What follows belongs to an exercise in optimizing a design on an open flow for small area; a production flow would make more cautious choices. Function was checked by simulation only, so behaviour that the tests miss may differ from the original. Power figures rest on the tool's default switching activity, not on a simulated workload. No driver is modelled on the clock port, so clocking that relies on it looks cheaper here than on a real chip.

// core_top
module core_top #(
	parameter int PROG_DEPTH = 64
) (
	input logic clk,
	input logic rst,
	input logic run,
	input logic psel,
	input logic penable,
	input logic pwrite,
	input logic [31:0] paddr,
	input logic [31:0] pwdata,
	output logic [31:0] prdata,
	output logic pready,
	output logic pslverr,
	output logic retire_valid,
	output logic [3:0] retire_rd,
	output logic [31:0] retire_data,
	output logic [3:0] flags
);
For scale: ~6000 cells after synthesis, roughly 2800 flip-flops, roughly 150 I/O pins.
==> flow/config.mk <==
export PLATFORM = sky130hd
export DESIGN_NAME = core_top
export DESIGN_NICKNAME = core_top
export VERILOG_FILES = /design/flow/design.v
export SDC_FILE = /design/flow/constraint.sdc
export NUM_CORES = 4
export LEC_CHECK = 0
export CAP_MARGIN = 5
export CORE_MARGIN = 2
export CORE_UTILIZATION = 75
export CTS_CLUSTER_DIAMETER = 70
export CTS_CLUSTER_SIZE = 30
export SLEW_MARGIN = 5
export SYNTH_HIERARCHICAL = 1
==> flow/constraint.sdc <==
create_clock -name core_clock -period 10.0 [get_ports {clk}]
set_input_delay 2.0000 -clock core_clock [delete_from_list [all_inputs] [get_ports {clk}]]
set_output_delay 2.0000 -clock core_clock [all_outputs]
set_load 0.01 [all_outputs]
standard.sh (not shown) runs the stock make flow with config.mk's settings and CLKGATE_MAP_FILE= SYNTH_SCRIPT=/design/flow/synth_recipe.tcl, a recipe that flattens the netlist after the stock synthesis.
==> flow/flow/run.sh <==
#!/bin/bash
set -euo pipefail
export CTS_ARGS="-sink_clustering_enable -repair_clock_nets -sink_clustering_size 30 -sink_clustering_max_diameter 70 -dont_use_dummy_load"
export BUFFER_PORTS_ARGS="-buffer_cell sky130_fd_sc_hd__buf_1"
bash standard.sh finish > flow.log 2>&1
The first run completed with no timing, DRC or antenna violations.
Next try:
--- a/flow/flow/run.sh
+++ b/flow/flow/run.sh
@@ -4 +3,0 @@
-export BUFFER_PORTS_ARGS="-buffer_cell sky130_fd_sc_hd__buf_1"
--- a/flow/config.mk
+++ b/flow/config.mk
@@ -8 +8 @@
-export CAP_MARGIN = 5
+export CAP_MARGIN = 10
@@ -13 +13 @@
-export SLEW_MARGIN = 5
+export SLEW_MARGIN = 10
What happened: Worst hold slack gets better by 0.041 ns. Routed wire length rose slightly. Global-route usage is about the same. Cell count barely changes.
Next try:
--- a/flow/flow/run.sh
+++ b/flow/flow/run.sh
@@ -3,0 +4 @@
+export BUFFER_PORTS_ARGS="-buffer_cell sky130_fd_sc_hd__buf_1"
Result:
- The changed run completed with no timing, DRC or antenna violations
- clock-buffer cell count grows by 1
- maximum frequency came out higher by a little under a tenth
- setup slack gets better by 0.63 ns
- cell count does not change
- final area goes down slightly
- hold slack is worse by 0.040 ns
- register-to-register slack is better by 0.15 ns
- global-route usage goes down by 0.16 points
- area after synthesis is unchanged
- via count stays flat
- non-clock buffer count decreases by 2
Next try:
==> flow/flow/run.sh (replaced) <==
#!/bin/bash
set -euo pipefail
export CTS_ARGS="-sink_clustering_enable -repair_clock_nets -sink_clustering_size 30 -sink_clustering_max_diameter 70 -dont_use_dummy_load -tree_buf sky130_fd_sc_hd__clkbuf_8"
export BUFFER_PORTS_ARGS="-buffer_cell sky130_fd_sc_hd__buf_1"
bash standard.sh finish > flow.log 2>&1
What happened: Synthesized area is unchanged; global-route usage stays the same; wire length does not change.


core_top, a different RTL version from the one above (not shown whole).
For scale: ~5900 cells after synthesis, about 2800 flip-flops, roughly 150 I/O pins, roughly 78000 um^2 of cells after synthesis.
## core_top
module core_top #(
	parameter int PROG_DEPTH = 64
) (
	input logic clk,
	input logic rst,
	input logic run,
	input logic psel,
	input logic penable,
	input logic pwrite,
	input logic [31:0] paddr,
	input logic [31:0] pwdata,
	output logic [31:0] prdata,
	output logic pready,
	output logic pslverr,
	output logic retire_valid,
	output logic [3:0] retire_rd,
	output logic [31:0] retire_data,
	output logic [3:0] flags
);
Settings: LEC_CHECK=0, CAP_MARGIN=10, CORE_MARGIN=2, CORE_UTILIZATION=65, CTS_CLUSTER_DIAMETER=70, CTS_CLUSTER_SIZE=30, SLEW_MARGIN=10, SYNTH_HIERARCHICAL=1; clock period 10.0 ns.
==> flow/flow/run.sh <==
#!/bin/bash
set -euo pipefail
export CTS_ARGS="-sink_clustering_enable -repair_clock_nets -sink_clustering_size 30 -sink_clustering_max_diameter 70 -dont_use_dummy_load"
bash standard.sh finish > flow.log 2>&1
Change:
==> flow/flow/run.sh (replaced) <==
#!/bin/bash
set -euo pipefail
export CTS_ARGS="-sink_clustering_enable -repair_clock_nets -sink_clustering_size 30 -sink_clustering_max_diameter 70 -dont_use_dummy_load"
export BUFFER_PORTS_ARGS="-buffer_cell sky130_fd_sc_hd__buf_1"
bash standard.sh finish > flow.log 2>&1
Settings changed: CORE_UTILIZATION 65 to 75.
Result: The new run completed without violations. Clock skew rose by 4.7 ps. Wire length fell by 0.33%. Worst hold slack improves by 32 ps.
Change:
==> flow/flow/run.sh (replaced) <==
#!/bin/bash
set -euo pipefail
export CTS_ARGS="-sink_clustering_enable -repair_clock_nets -sink_clustering_size 30 -sink_clustering_max_diameter 70 -dont_use_dummy_load"
bash standard.sh finish > flow.log 2>&1
After rerunning:
- The changed run passed the timing, DRC and antenna checks
- non-clock buffer count goes down by 1
- count of clock-buffer cells in the layout came out lower by 1
- clock skew climbs by 13 ps
- total power goes up by about 0.33%
Change:
==> flow/run.sh (new file) <==
#!/bin/bash
# synth_recipe.tcl (not shown) runs the flow's synth.tcl, then flattens the netlist and writes it again
# the make line also repeats each setting of config.mk as NAME=value (left out here)
make -C /OpenROAD-flow-scripts/flow DESIGN_CONFIG=/design/flow/config.mk WORK_HOME=/design/flow/orfs CLKGATE_MAP_FILE= SYNTH_SCRIPT=/design/flow/synth_recipe.tcl finish
Settings changed: CORE_UTILIZATION 75 to 65.
removed: flow/flow/run.sh
removed: flow/standard.sh
The new run produced a clean layout.
Wire length went down slightly.
Sequential power stays flat.
Flip-flop and latch count stays the same.
Final area went up slightly.
Worst setup slack is worse by 56 ps.
Via count went down slightly.
Core utilization went down by 9.0 points.
Synthesized area stays the same.
Synthesized cell count stays the same.


core_top, a different RTL version from the one above (not shown whole).
For scale: about 6,000 cells after synthesis, about 2,800 flip-flops.
Settings: LEC_CHECK=0, CAP_MARGIN=10, CORE_MARGIN=2, CORE_UTILIZATION=65, CTS_CLUSTER_DIAMETER=70, CTS_CLUSTER_SIZE=30, SLEW_MARGIN=10, SYNTH_HIERARCHICAL=1; clock period 10.0 ns.
run.sh (not shown) runs the stock make flow with config.mk's settings and CLKGATE_MAP_FILE= SYNTH_SCRIPT=/design/flow/synth_recipe.tcl, a recipe that flattens the netlist after the stock synthesis.
Stock flow here: none of the scripts above is used.
Rerun with:
==> flow/flow/run.sh (new file) <==
#!/bin/bash
set -euo pipefail
export CTS_ARGS="-sink_clustering_enable -repair_clock_nets -sink_clustering_size 30 -sink_clustering_max_diameter 70 -dont_use_dummy_load"
bash standard.sh finish > flow.log 2>&1
==> flow/standard.sh (new file) <==
#!/bin/bash
# synth_recipe.tcl (not shown) runs the flow's synth.tcl, then flattens the netlist and writes it again
# the make line also repeats each setting of config.mk as NAME=value (left out here)
make -C /OpenROAD-flow-scripts/flow DESIGN_CONFIG=/design/flow/config.mk WORK_HOME=/design/flow/orfs CLKGATE_MAP_FILE= SYNTH_SCRIPT=/design/flow/synth_recipe.tcl "${@:-finish}"
CORE_UTILIZATION = 75   (was 65)
removed: flow/run.sh
Result:
- The new run passed the timing, DRC and antenna checks
- cell area shrinks by 1.9%
- wire length climbs by 1.7%
- maximum frequency is higher by 0.78%
- setup slack is better by 0.076 ns
- synthesized area does not change
- worst hold slack gets worse by 0.040 ns
- clock skew rises by 0.071 ns

-- port drivers added, routing unchanged --
In the flow no input, the clock included, has a driving cell. The finished layouts below were timed again as built, in two steps.
Step 1 assumes that a clkbuf_16 drives the clock port and a buf_2 every other input.
Step 2, shift: input delay + t, output delay - t, t = (earliest + latest rising clock arrival at the registers) / 2. This alone moves slack from input paths to output paths.
Three values: ideal, step 1, step 2; two values: the first two.
| run | t, ns | setup WS [ns] | worst hold slack (ns) | clock arrival spread, ns |
|---|---|---|---|---|
| the first run of note 1 | 0.780 | 1.243 / 1.219 / 1.219 | 0.257 / 0.257 / 0.257 | 0.103 / 0.103 |
| the second run of note 1 | 0.799 | 0.497 / 0.473 / 0.473 | 0.298 / 0.298 / 0.298 | 0.090 / 0.089 |
| the third run of note 1 | 0.799 | 1.128 / 1.100 / 1.100 | 0.257 / 0.257 / 0.257 | 0.090 / 0.090 |
| the fourth run of note 1 | 0.799 | 1.128 / 1.100 / 1.100 | 0.257 / 0.257 / 0.257 | 0.090 / 0.090 |
| the first run of note 2 | 0.795 | 0.441 / 0.417 / 0.417 | 0.270 / 0.270 / 0.270 | 0.103 / 0.103 |
| the second run of note 2 | 0.777 | 0.825 / 0.801 / 0.801 | 0.301 / 0.301 / 0.301 | 0.111 / 0.112 |
| the third run of note 2 | 0.788 | 0.471 / 0.442 / 0.442 | 0.251 / 0.251 / 0.251 | 0.119 / 0.119 |
| the fourth run of note 2 | 0.826 | 0.416 / 0.391 / 0.391 | 0.310 / 0.310 / 0.310 | 0.043 / 0.043 |
| the first run of note 3 | 0.831 | 0.181 / 0.151 / 0.151 | 0.311 / 0.311 / 0.311 | 0.044 / 0.045 |
| the second run of note 3 | 0.783 | 0.257 / 0.228 / 0.228 | 0.271 / 0.271 / 0.271 | 0.114 / 0.114 |
After both steps every run listed still meets setup and hold. For the first run of note 3, which loses most, drivers alone change the setup slack by -0.030 ns; drivers and shift together by -0.030 ns.
